Source: an optimization exercise on an open RTL-to-GDS flow (aim: small area and a short achievable clock period). Production flows keep margins and buffers that such runs may drop.
Only simulation tests tie the RTL to the original design; equivalence was not proved.
Power is estimated from default activity; no workload was simulated.

### config.mk
export PLATFORM = sky130hd
export DESIGN_NAME = alu_pipeline_top
export DESIGN_NICKNAME = alu_pipeline_top
export VERILOG_FILES = /design/flow/design.v
export SDC_FILE = /design/flow/constraint.sdc
export NUM_CORES = 4
export LEC_CHECK = 0
export CAP_MARGIN = 20
export CORE_MARGIN = 2
export CORE_UTILIZATION = 40
export SLEW_MARGIN = 20
### constraint.sdc
create_clock -name core_clock -period 6.0 [get_ports {i_clk}]
set_input_delay 1.2000 -clock core_clock [delete_from_list [all_inputs] [get_ports {i_clk}]]
set_output_delay 1.2000 -clock core_clock [all_outputs]
set_load 0.01 [all_outputs]
### design.v
`default_nettype none
package cpu_pkg;
    localparam int XLEN       = 32;
    localparam int REG_ADDR_W = 5;
    localparam int NUM_REGS   = 32;
    localparam int SHAMT_W    = 5;
    typedef logic [XLEN-1:0]       word_t;
    typedef logic [REG_ADDR_W-1:0] reg_addr_t;
    localparam logic [6:0] OPC_OP     = 7'b0110011;
    localparam logic [6:0] OPC_OP_IMM = 7'b0010011;
    localparam logic [2:0] F3_ADD_SUB = 3'b000;
    localparam logic [2:0] F3_SLL     = 3'b001;
    localparam logic [2:0] F3_SLT     = 3'b010;
    localparam logic [2:0] F3_SLTU    = 3'b011;
    localparam logic [2:0] F3_XOR     = 3'b100;
    localparam logic [2:0] F3_SRL_SRA = 3'b101;
    localparam logic [2:0] F3_OR      = 3'b110;
    localparam logic [2:0] F3_AND     = 3'b111;
    typedef enum logic [3:0] {
        ALU_ADD,
        ALU_SUB,
        ALU_SLL,
        ALU_SLT,
        ALU_SLTU,
        ALU_XOR,
        ALU_SRL,
        ALU_SRA,
        ALU_OR,
        ALU_AND
    } alu_op_e;
    typedef enum logic [1:0] {
        FWD_NONE,
        FWD_MEM,
        FWD_WB
    } fwd_sel_e;
endpackage
`default_nettype wire
`timescale 1ns/1ps
`default_nettype none
module alu (
    input  cpu_pkg::alu_op_e i_op,
    input  cpu_pkg::word_t   i_a,
    input  cpu_pkg::word_t   i_b,
    output cpu_pkg::word_t   o_result
);
    logic [cpu_pkg::SHAMT_W-1:0] shamt;
    logic               lt_signed;
    logic               lt_unsigned;
    assign shamt       = i_b[cpu_pkg::SHAMT_W-1:0];
    assign lt_signed   = $signed(i_a) < $signed(i_b);
    assign lt_unsigned = i_a < i_b;
    always_comb begin
        case (i_op)
            cpu_pkg::ALU_ADD:  o_result = i_a + i_b;
            cpu_pkg::ALU_SUB:  o_result = i_a - i_b;
            cpu_pkg::ALU_SLL:  o_result = i_a << shamt;
            cpu_pkg::ALU_SLT:  o_result = {{(cpu_pkg::XLEN-1){1'b0}}, lt_signed};
            cpu_pkg::ALU_SLTU: o_result = {{(cpu_pkg::XLEN-1){1'b0}}, lt_unsigned};
            cpu_pkg::ALU_XOR:  o_result = i_a ^ i_b;
            cpu_pkg::ALU_SRL:  o_result = i_a >> shamt;
            cpu_pkg::ALU_SRA:  o_result = $signed(i_a) >>> shamt;
            cpu_pkg::ALU_OR:   o_result = i_a | i_b;
            cpu_pkg::ALU_AND:  o_result = i_a & i_b;
            default:  o_result = '0;
        endcase
    end
endmodule
`default_nettype wire
`timescale 1ns/1ps
`default_nettype none
module ctrl_unit (
    input  cpu_pkg::word_t   i_instr,
    input  logic    i_instr_vld,
    output logic    o_vld,
    output cpu_pkg::alu_op_e o_alu_op,
    output logic    o_imm_sel
);
    logic [6:0] opcode;
    logic [2:0] funct3;
    logic       bit30;
    cpu_pkg::reg_addr_t  rd;
    logic       is_op;
    logic       is_op_imm;
    assign opcode    = i_instr[6:0];
    assign funct3    = i_instr[14:12];
    assign bit30     = i_instr[30];
    assign rd        = i_instr[11:7];
    assign is_op     = (opcode == cpu_pkg::OPC_OP);
    assign is_op_imm = (opcode == cpu_pkg::OPC_OP_IMM);
    assign o_vld     = i_instr_vld && (is_op || is_op_imm) && (rd != '0);
    assign o_imm_sel = is_op_imm;
    always_comb begin
        o_alu_op = cpu_pkg::ALU_ADD;
        case (funct3)
            cpu_pkg::F3_ADD_SUB: o_alu_op = (is_op && bit30) ? cpu_pkg::ALU_SUB : cpu_pkg::ALU_ADD;
            cpu_pkg::F3_SLL:     o_alu_op = cpu_pkg::ALU_SLL;
            cpu_pkg::F3_SLT:     o_alu_op = cpu_pkg::ALU_SLT;
            cpu_pkg::F3_SLTU:    o_alu_op = cpu_pkg::ALU_SLTU;
            cpu_pkg::F3_XOR:     o_alu_op = cpu_pkg::ALU_XOR;
            cpu_pkg::F3_SRL_SRA: o_alu_op = bit30 ? cpu_pkg::ALU_SRA : cpu_pkg::ALU_SRL;
            cpu_pkg::F3_OR:      o_alu_op = cpu_pkg::ALU_OR;
            cpu_pkg::F3_AND:     o_alu_op = cpu_pkg::ALU_AND;
            default:    o_alu_op = cpu_pkg::ALU_ADD;
        endcase
    end
endmodule
`default_nettype wire
`timescale 1ns/1ps
`default_nettype none
module reg_file (
    input  logic      i_clk,
    input  logic      i_rst,
    input  logic      i_wr_en,
    input  cpu_pkg::reg_addr_t i_wr_addr,
    input  cpu_pkg::word_t     i_wr_data,
    input  cpu_pkg::reg_addr_t i_rs1_addr,
    input  cpu_pkg::reg_addr_t i_rs2_addr,
    output cpu_pkg::word_t     o_rs1_data,
    output cpu_pkg::word_t     o_rs2_data
);
    cpu_pkg::word_t regs [1:cpu_pkg::NUM_REGS-1];
    always_ff @(posedge i_clk or posedge i_rst) begin
        if (i_rst) begin
            for (int i = 1; i < cpu_pkg::NUM_REGS; i++) begin
                regs[i] <= '0;
            end
        end else if (i_wr_en && i_wr_addr != '0) begin
            regs[i_wr_addr] <= i_wr_data;
        end
    end
    function automatic cpu_pkg::word_t read_port(input cpu_pkg::reg_addr_t addr);
        if (addr == '0) begin
            read_port = '0;
        end else if (i_wr_en && i_wr_addr == addr) begin
            read_port = i_wr_data;
        end else begin
            read_port = regs[addr];
        end
    endfunction
    assign o_rs1_data = read_port(i_rs1_addr);
    assign o_rs2_data = read_port(i_rs2_addr);
endmodule
`default_nettype wire
`timescale 1ns/1ps
`default_nettype none
module decode_stage (
    input  logic      i_clk,
    input  logic      i_rst,
    input  logic      i_instr_vld,
    input  cpu_pkg::word_t     i_instr,
    input  logic      i_wb_vld,
    input  cpu_pkg::reg_addr_t i_wb_rd,
    input  cpu_pkg::word_t     i_wb_data,
    output logic      o_ex_vld,
    output cpu_pkg::reg_addr_t o_ex_rd,
    output cpu_pkg::reg_addr_t o_ex_rs1,
    output cpu_pkg::reg_addr_t o_ex_rs2,
    output cpu_pkg::word_t     o_ex_rs1_data,
    output cpu_pkg::word_t     o_ex_rs2_data,
    output cpu_pkg::word_t     o_ex_imm,
    output cpu_pkg::alu_op_e   o_ex_alu_op,
    output logic      o_ex_imm_sel
);
    logic       if_vld;
    cpu_pkg::word_t      if_instr;
    cpu_pkg::reg_addr_t  id_rs1;
    cpu_pkg::reg_addr_t  id_rs2;
    cpu_pkg::reg_addr_t  id_rd;
    logic [2:0] id_funct3;
    cpu_pkg::word_t      id_rs1_data;
    cpu_pkg::word_t      id_rs2_data;
    cpu_pkg::word_t      id_imm;
    logic       id_vld;
    cpu_pkg::alu_op_e    id_alu_op;
    logic       id_imm_sel;
    always_ff @(posedge i_clk or posedge i_rst) begin
        if (i_rst) begin
            if_vld   <= 1'b0;
            if_instr <= '0;
        end else begin
            if_vld   <= i_instr_vld;
            if_instr <= i_instr;
        end
    end
    assign id_rs1    = if_instr[19:15];
    assign id_rs2    = if_instr[24:20];
    assign id_rd     = if_instr[11:7];
    assign id_funct3 = if_instr[14:12];
    always_comb begin
        if (id_funct3 == cpu_pkg::F3_SLL || id_funct3 == cpu_pkg::F3_SRL_SRA) begin
            id_imm = {{(cpu_pkg::XLEN-cpu_pkg::SHAMT_W){1'b0}}, if_instr[20 +: cpu_pkg::SHAMT_W]};
        end else begin
            id_imm = {{(cpu_pkg::XLEN-12){if_instr[31]}}, if_instr[31:20]};
        end
    end
    ctrl_unit u_ctrl (
        .i_instr     (if_instr),
        .i_instr_vld (if_vld),
        .o_vld       (id_vld),
        .o_alu_op    (id_alu_op),
        .o_imm_sel   (id_imm_sel)
    );
    reg_file u_regs (
        .i_clk       (i_clk),
        .i_rst       (i_rst),
        .i_wr_en     (i_wb_vld),
        .i_wr_addr   (i_wb_rd),
        .i_wr_data   (i_wb_data),
        .i_rs1_addr  (id_rs1),
        .i_rs2_addr  (id_rs2),
        .o_rs1_data  (id_rs1_data),
        .o_rs2_data  (id_rs2_data)
    );
    always_ff @(posedge i_clk or posedge i_rst) begin
        if (i_rst) begin
            o_ex_vld      <= 1'b0;
            o_ex_rd       <= '0;
            o_ex_rs1      <= '0;
            o_ex_rs2      <= '0;
            o_ex_rs1_data <= '0;
            o_ex_rs2_data <= '0;
            o_ex_imm      <= '0;
            o_ex_alu_op   <= cpu_pkg::ALU_ADD;
            o_ex_imm_sel  <= 1'b0;
        end else begin
            o_ex_vld      <= id_vld;
            o_ex_rd       <= id_rd;
            o_ex_rs1      <= id_rs1;
            o_ex_rs2      <= id_rs2;
            o_ex_rs1_data <= id_rs1_data;
            o_ex_rs2_data <= id_rs2_data;
            o_ex_imm      <= id_imm;
            o_ex_alu_op   <= id_alu_op;
            o_ex_imm_sel  <= id_imm_sel;
        end
    end
endmodule
`default_nettype wire
`timescale 1ns/1ps
`default_nettype none
module execute_stage (
    input  logic      i_clk,
    input  logic      i_rst,
    input  logic      i_ex_vld,
    input  cpu_pkg::reg_addr_t i_ex_rd,
    input  cpu_pkg::reg_addr_t i_ex_rs1,
    input  cpu_pkg::reg_addr_t i_ex_rs2,
    input  cpu_pkg::word_t     i_ex_rs1_data,
    input  cpu_pkg::word_t     i_ex_rs2_data,
    input  cpu_pkg::word_t     i_ex_imm,
    input  cpu_pkg::alu_op_e   i_ex_alu_op,
    input  logic      i_ex_imm_sel,
    output logic      o_wb_vld,
    output cpu_pkg::reg_addr_t o_wb_rd,
    output cpu_pkg::word_t     o_wb_data
);
    logic      mem_vld;
    cpu_pkg::reg_addr_t mem_rd;
    cpu_pkg::word_t     mem_data;
    cpu_pkg::fwd_sel_e  fwd_a;
    cpu_pkg::fwd_sel_e  fwd_b;
    cpu_pkg::word_t     op_a;
    cpu_pkg::word_t     rs2_val;
    cpu_pkg::word_t     op_b;
    cpu_pkg::word_t     alu_result;
    function automatic cpu_pkg::fwd_sel_e pick_src(
        input cpu_pkg::reg_addr_t rs,
        input logic      m_vld,
        input cpu_pkg::reg_addr_t m_rd,
        input logic      w_vld,
        input cpu_pkg::reg_addr_t w_rd
    );
        if (m_vld && m_rd == rs) begin
            pick_src = cpu_pkg::FWD_MEM;
        end else if (w_vld && w_rd == rs) begin
            pick_src = cpu_pkg::FWD_WB;
        end else begin
            pick_src = cpu_pkg::FWD_NONE;
        end
    endfunction
    function automatic cpu_pkg::word_t fwd_mux(
        input cpu_pkg::fwd_sel_e sel,
        input cpu_pkg::word_t    reg_val,
        input cpu_pkg::word_t    mem_val,
        input cpu_pkg::word_t    wb_val
    );
        case (sel)
            cpu_pkg::FWD_MEM: fwd_mux = mem_val;
            cpu_pkg::FWD_WB:  fwd_mux = wb_val;
            default: fwd_mux = reg_val;
        endcase
    endfunction
    assign fwd_a = pick_src(i_ex_rs1, mem_vld, mem_rd, o_wb_vld, o_wb_rd);
    assign fwd_b = pick_src(i_ex_rs2, mem_vld, mem_rd, o_wb_vld, o_wb_rd);
    assign op_a    = fwd_mux(fwd_a, i_ex_rs1_data, mem_data, o_wb_data);
    assign rs2_val = fwd_mux(fwd_b, i_ex_rs2_data, mem_data, o_wb_data);
    assign op_b    = i_ex_imm_sel ? i_ex_imm : rs2_val;
    alu u_alu (
        .i_op     (i_ex_alu_op),
        .i_a      (op_a),
        .i_b      (op_b),
        .o_result (alu_result)
    );
    always_ff @(posedge i_clk or posedge i_rst) begin
        if (i_rst) begin
            mem_vld  <= 1'b0;
            mem_rd   <= '0;
            mem_data <= '0;
        end else begin
            mem_vld  <= i_ex_vld;
            mem_rd   <= i_ex_rd;
            mem_data <= alu_result;
        end
    end
    always_ff @(posedge i_clk or posedge i_rst) begin
        if (i_rst) begin
            o_wb_vld  <= 1'b0;
            o_wb_rd   <= '0;
            o_wb_data <= '0;
        end else begin
            o_wb_vld  <= mem_vld;
            o_wb_rd   <= mem_rd;
            o_wb_data <= mem_data;
        end
    end
endmodule
`default_nettype wire
`timescale 1ns/1ps
`default_nettype none
module alu_pipeline_top (
    input  logic      i_clk,
    input  logic      i_rst,
    input  logic      i_instr_vld,
    input  cpu_pkg::word_t     i_instr,
    output logic      o_wb_vld,
    output cpu_pkg::reg_addr_t o_wb_rd,
    output cpu_pkg::word_t     o_wb_data
);
    logic      ex_vld;
    cpu_pkg::reg_addr_t ex_rd;
    cpu_pkg::reg_addr_t ex_rs1;
    cpu_pkg::reg_addr_t ex_rs2;
    cpu_pkg::word_t     ex_rs1_data;
    cpu_pkg::word_t     ex_rs2_data;
    cpu_pkg::word_t     ex_imm;
    cpu_pkg::alu_op_e   ex_alu_op;
    logic      ex_imm_sel;
    decode_stage u_decode (
        .i_clk          (i_clk),
        .i_rst          (i_rst),
        .i_instr_vld    (i_instr_vld),
        .i_instr        (i_instr),
        .i_wb_vld       (o_wb_vld),
        .i_wb_rd        (o_wb_rd),
        .i_wb_data      (o_wb_data),
        .o_ex_vld       (ex_vld),
        .o_ex_rd        (ex_rd),
        .o_ex_rs1       (ex_rs1),
        .o_ex_rs2       (ex_rs2),
        .o_ex_rs1_data  (ex_rs1_data),
        .o_ex_rs2_data  (ex_rs2_data),
        .o_ex_imm       (ex_imm),
        .o_ex_alu_op    (ex_alu_op),
        .o_ex_imm_sel   (ex_imm_sel)
    );
    execute_stage u_execute (
        .i_clk          (i_clk),
        .i_rst          (i_rst),
        .i_ex_vld       (ex_vld),
        .i_ex_rd        (ex_rd),
        .i_ex_rs1       (ex_rs1),
        .i_ex_rs2       (ex_rs2),
        .i_ex_rs1_data  (ex_rs1_data),
        .i_ex_rs2_data  (ex_rs2_data),
        .i_ex_imm       (ex_imm),
        .i_ex_alu_op    (ex_alu_op),
        .i_ex_imm_sel   (ex_imm_sel),
        .o_wb_vld       (o_wb_vld),
        .o_wb_rd        (o_wb_rd),
        .o_wb_data      (o_wb_data)
    );
endmodule
`default_nettype wire
### run.sh
#!/bin/bash
# synth_recipe.tcl (not shown) runs the flow's synth.tcl, then flattens the netlist and writes it again
# the make line also repeats each setting of config.mk as NAME=value (left out here)
make -C /OpenROAD-flow-scripts/flow DESIGN_CONFIG=/design/flow/config.mk WORK_HOME=/design/flow/orfs CLKGATE_MAP_FILE= SYNTH_SCRIPT=/design/flow/synth_recipe.tcl finish
==> results.cfg <==
[setup_path]
crit_required_ns = 6.71
crit_fanout = 14
r2r_slack_ns = 0.29
worstSetupPathType = reg -> reg
startpoint_type = flip-flop
crit_path_end_kind = flip-flop
arrival_ns = 6.42

[yosys]
yosysTopAreaCellShare_pct = 46.04
synth-async-reset-ratio_pct = 100.0
synthCells = 5968
synth_area_leaders = dfrtp_1, mux2_2, a22oi_1
synth_flop_cell = dfrtp_1
avgSynthCellArea_um2 = 10.86
yosysSeqAreaShare_pct = 46.04
ys_ff_latch = 1193
yosys_warnings = 6
netlist_area_um2 = 64840
synth.net_count = 6105
synth_cell_types = 84
synth_edf_count = 0
yosysTopAreaCell = dfrtp_1

[power_and_ir_drop]
power_density_nw_per_um2 = 255.5
total_leakage_power_nw = 33.17
irDropWorstVdd_uv = 233.3
power_mw = 18.89

[detailed_routing]
avgViaCountPerCell = 7.431
drtIter0Drc = 12610
postRouteAntennaNets = 0
wl_per_cell_um = 40.19
vias = 60460
firstDrtPassIters = 10
drc = 0
drt-total-wl_um = 327000

[layout]
final_core_util_pct = 45.98
layout_commonest_cell = dfrtp_1
syn2layout_area_growth_pct = 14.00
fin_cells = 8137
fin_nets = 6000
drive_gt1_share_pct = 27.81
final_cell_mix = dfrtp_1, mux2_2, a22oi_1

[place]
io_buffers = 72
pre_cts_slack_ns = 0.3338
gp_congestion = 1.001
dp.cells = 7877
dpl.hpwl_um = 198200

[die]
core_area_um2 = 160800
start_util_pct = 40.34
pin_count = 73
die-area_um2 = 165300
num_rows = 147
die_h_um = 406.6
die-width_um = 406.6

[outcome]
status = no timing/DRC/antenna violations

[timing]
finalCriticalPeriod_ns = 5.710
hold_viol = 0
rsz0062_at_grt = false
finClkSkew_ns = 0.05388
timing.final.crit_share_pct = 95.17
worstMarginPinSlew_ns = 1.440
setup_viol = 0
final_max_slew_viol_count = 0
worst_slack_ns = 0.2900
setup_tns_ns = 0
slew_headroom_pct = 3.105
fmaxAchievable_ghz = 0.1751

[global_routing]
grt_overflow = 0
grt_pass1_wl_um = 451700
grt_max_degree = 166
gr-usage-all-layers_pct = 38.63
first_global_vias = 56690
antenna_found_initial = 15

[cts]
clock_sinks = 1193
cts_max_path_buffers = 3
h-tree-depth = 4
clk_latency_ns = 0.80
cts_setup_buffers = 0
cts-buffers-inserted = 134
clk_pin_slew_ns = 0.06
root_buffer = clkbuf_16
cts_tree = yes

[flow_run]
drv_cap = 0

[worst_hold_path]
hold_class = reg -> reg
per-stage QoR:
step / instance area [um^2] / hold slack [ns]
finish: 73920 / 0.3703
global route: 73910 / 0.3726
CTS: 73650 / 0.3713
detailed placement: 69000 / 0.3579
global placement: 68920 / 0.3673
floorplan: 64840 / 0.3312
critical path: stages (launching register included):
cell      delay, ns
dfrtp_1        0.65
nor2b_1        0.14
or3_1          0.46
o31ai_1        0.28
a31oi_1        0.34
inv_1          0.18
ha_1           0.18
inv_1          0.06
fa_1           0.45
a21oi_1        0.26
o211ai_1       0.21
a311oi_1       0.36
buf_4          0.21
o211ai_1       0.28
nand4_1        0.25
nand3_1        0.12
a21boi_0       0.38
nor4_1         0.11
nor4_2         0.53
a2111o_1       0.20
state kept, by name, indices dropped and copies added (netlist names), 4 cells and up:
name                    count
u_decode.o_ex_rs2_data     32
u_decode.o_ex_rs1           5
u_decode.u_regs.regs      992
u_execute.o_wb_data        32
u_execute.mem_data         32
u_execute.o_wb_rd           5
u_decode.o_ex_alu_op        4
u_decode.o_ex_rd            5
u_decode.o_ex_imm          12
u_decode.o_ex_rs1_data     32
u_decode.if_instr          32
u_execute.mem_rd            5
final cells by class:
class / instances / area [um^2]
Clock buffer: 191 / 3909
Tap cell: 2160 / 2703
Antenna cell: 8 / 20.02
Inverter: 98 / 374.1
Clock inverter: 51 / 745.7
Multi-Input combinational cell: 4072 / 33010
Timing Repair Buffer: 364 / 3301
Sequential cell: 1193 / 29860
Fill cell: 14820 / 86830
timing repair:
action / CTS / global route
gates resized for setup: 0 / 4
setup endpoints to repair: 0 / 8
hold buffers: 0 / 0
endpoints found under the hold margin: 0 / 0
final timing paths:
| kind | to | from | cells past startpoint |
|---|---|---|---|
| worst min-delay path | u_decode.o_ex_rd[4]$_DFF_PP0_ | u_decode.if_instr[11]$_DFF_PP0_ | 0 |
| worst max register to register | u_execute.mem_data[0]$_DFF_PP0_ | u_execute.o_wb_rd[2]$_DFF_PP0_ | 19 |
| worst min register to register | u_decode.o_ex_rd[4]$_DFF_PP0_ | u_decode.if_instr[11]$_DFF_PP0_ | 0 |
| max in group asynchronous | u_decode.if_instr[20]$_DFF_PP0_ | i_rst | 3 |
| min in group asynchronous | u_execute.mem_data[20]$_DFF_PP0_ | i_rst | 2 |
| worst max-delay path | u_execute.mem_data[0]$_DFF_PP0_ | u_execute.o_wb_rd[2]$_DFF_PP0_ | 19 |
synthesized netlist by cell type, types with 17 or more instances:
library cell and number:
a222oi_1 67, a31oi_1 55, mux2i_1 119, nor4_1 60, nand4_1 183, nor2b_1 17, xnor2_1 26, o211ai_1 26
mux2_2 1001, a22oi_1 608, buf_1 104, inv_1 95, clkbuf_1 461, o221ai_1 24, nand2b_1 22, dfrtp_1 1193
a221oi_1 200, a211oi_1 17, a21oi_1 162, o21ai_0 149, a22o_1 118, o21bai_1 30, and2_1 18, o22ai_1 36
nand2_1 169, nand3_1 154, buf_2 25, ha_1 100, nor2_1 330, o31ai_1 64, nor3_1 95
cell families after synthesis:
group	share of synthesized area [%]
AOI/OAI and AO/OA	19.53
xor gates and xnor gates	0.4863
adders and majority gates	1.991
buffers and inverters	4.226
DFF	46.04
muxes	19.28
and+or+nand+nor	8.452
routing by layer:
metal  track usage, %  part of all wire (%)  wire length [um]
met1            52.11                    39            126000
met2            50.69                    39            126500
met3            16.92                    16             51630
met4            22.29                   6.9             22690
met5                0                 0.066               217
power breakdown:
group          internal (mW)  switching [mW]  total [mW]
logic                  0.430            1.37        1.80
clock network           5.03            3.71        8.74
registers               8.16           0.184        8.35

-- separate check: timing with driven ports --
Ports are ideal in the flow. The routed layout listed here was re-timed in OpenROAD.
Step 1 sets driving cells, clkbuf_16 on the clock port and buf_2 on the other inputs (assumed; they add their load-dependent delay and slew).
Step 2 times the ports against the registers' clock, not the clock port: input delays grow and output delays shrink by t, the midpoint of the rising clock arrivals with the driver on.
Slacks: ideal ports / drivers / drivers and shift; pairs: ideal ports / drivers.
t (ns): 0.871
setup slack, ns: 0.290 / 0.290 / 0.290
worst hold slack (ns): 0.370 / 0.370 / 0.370
clock arrival spread, ns: 0.067 / 0.067
After both steps setup and hold are still met in this run. For this run, drivers alone change the setup slack by 0.000 ns; drivers and shift together by 0.000 ns.
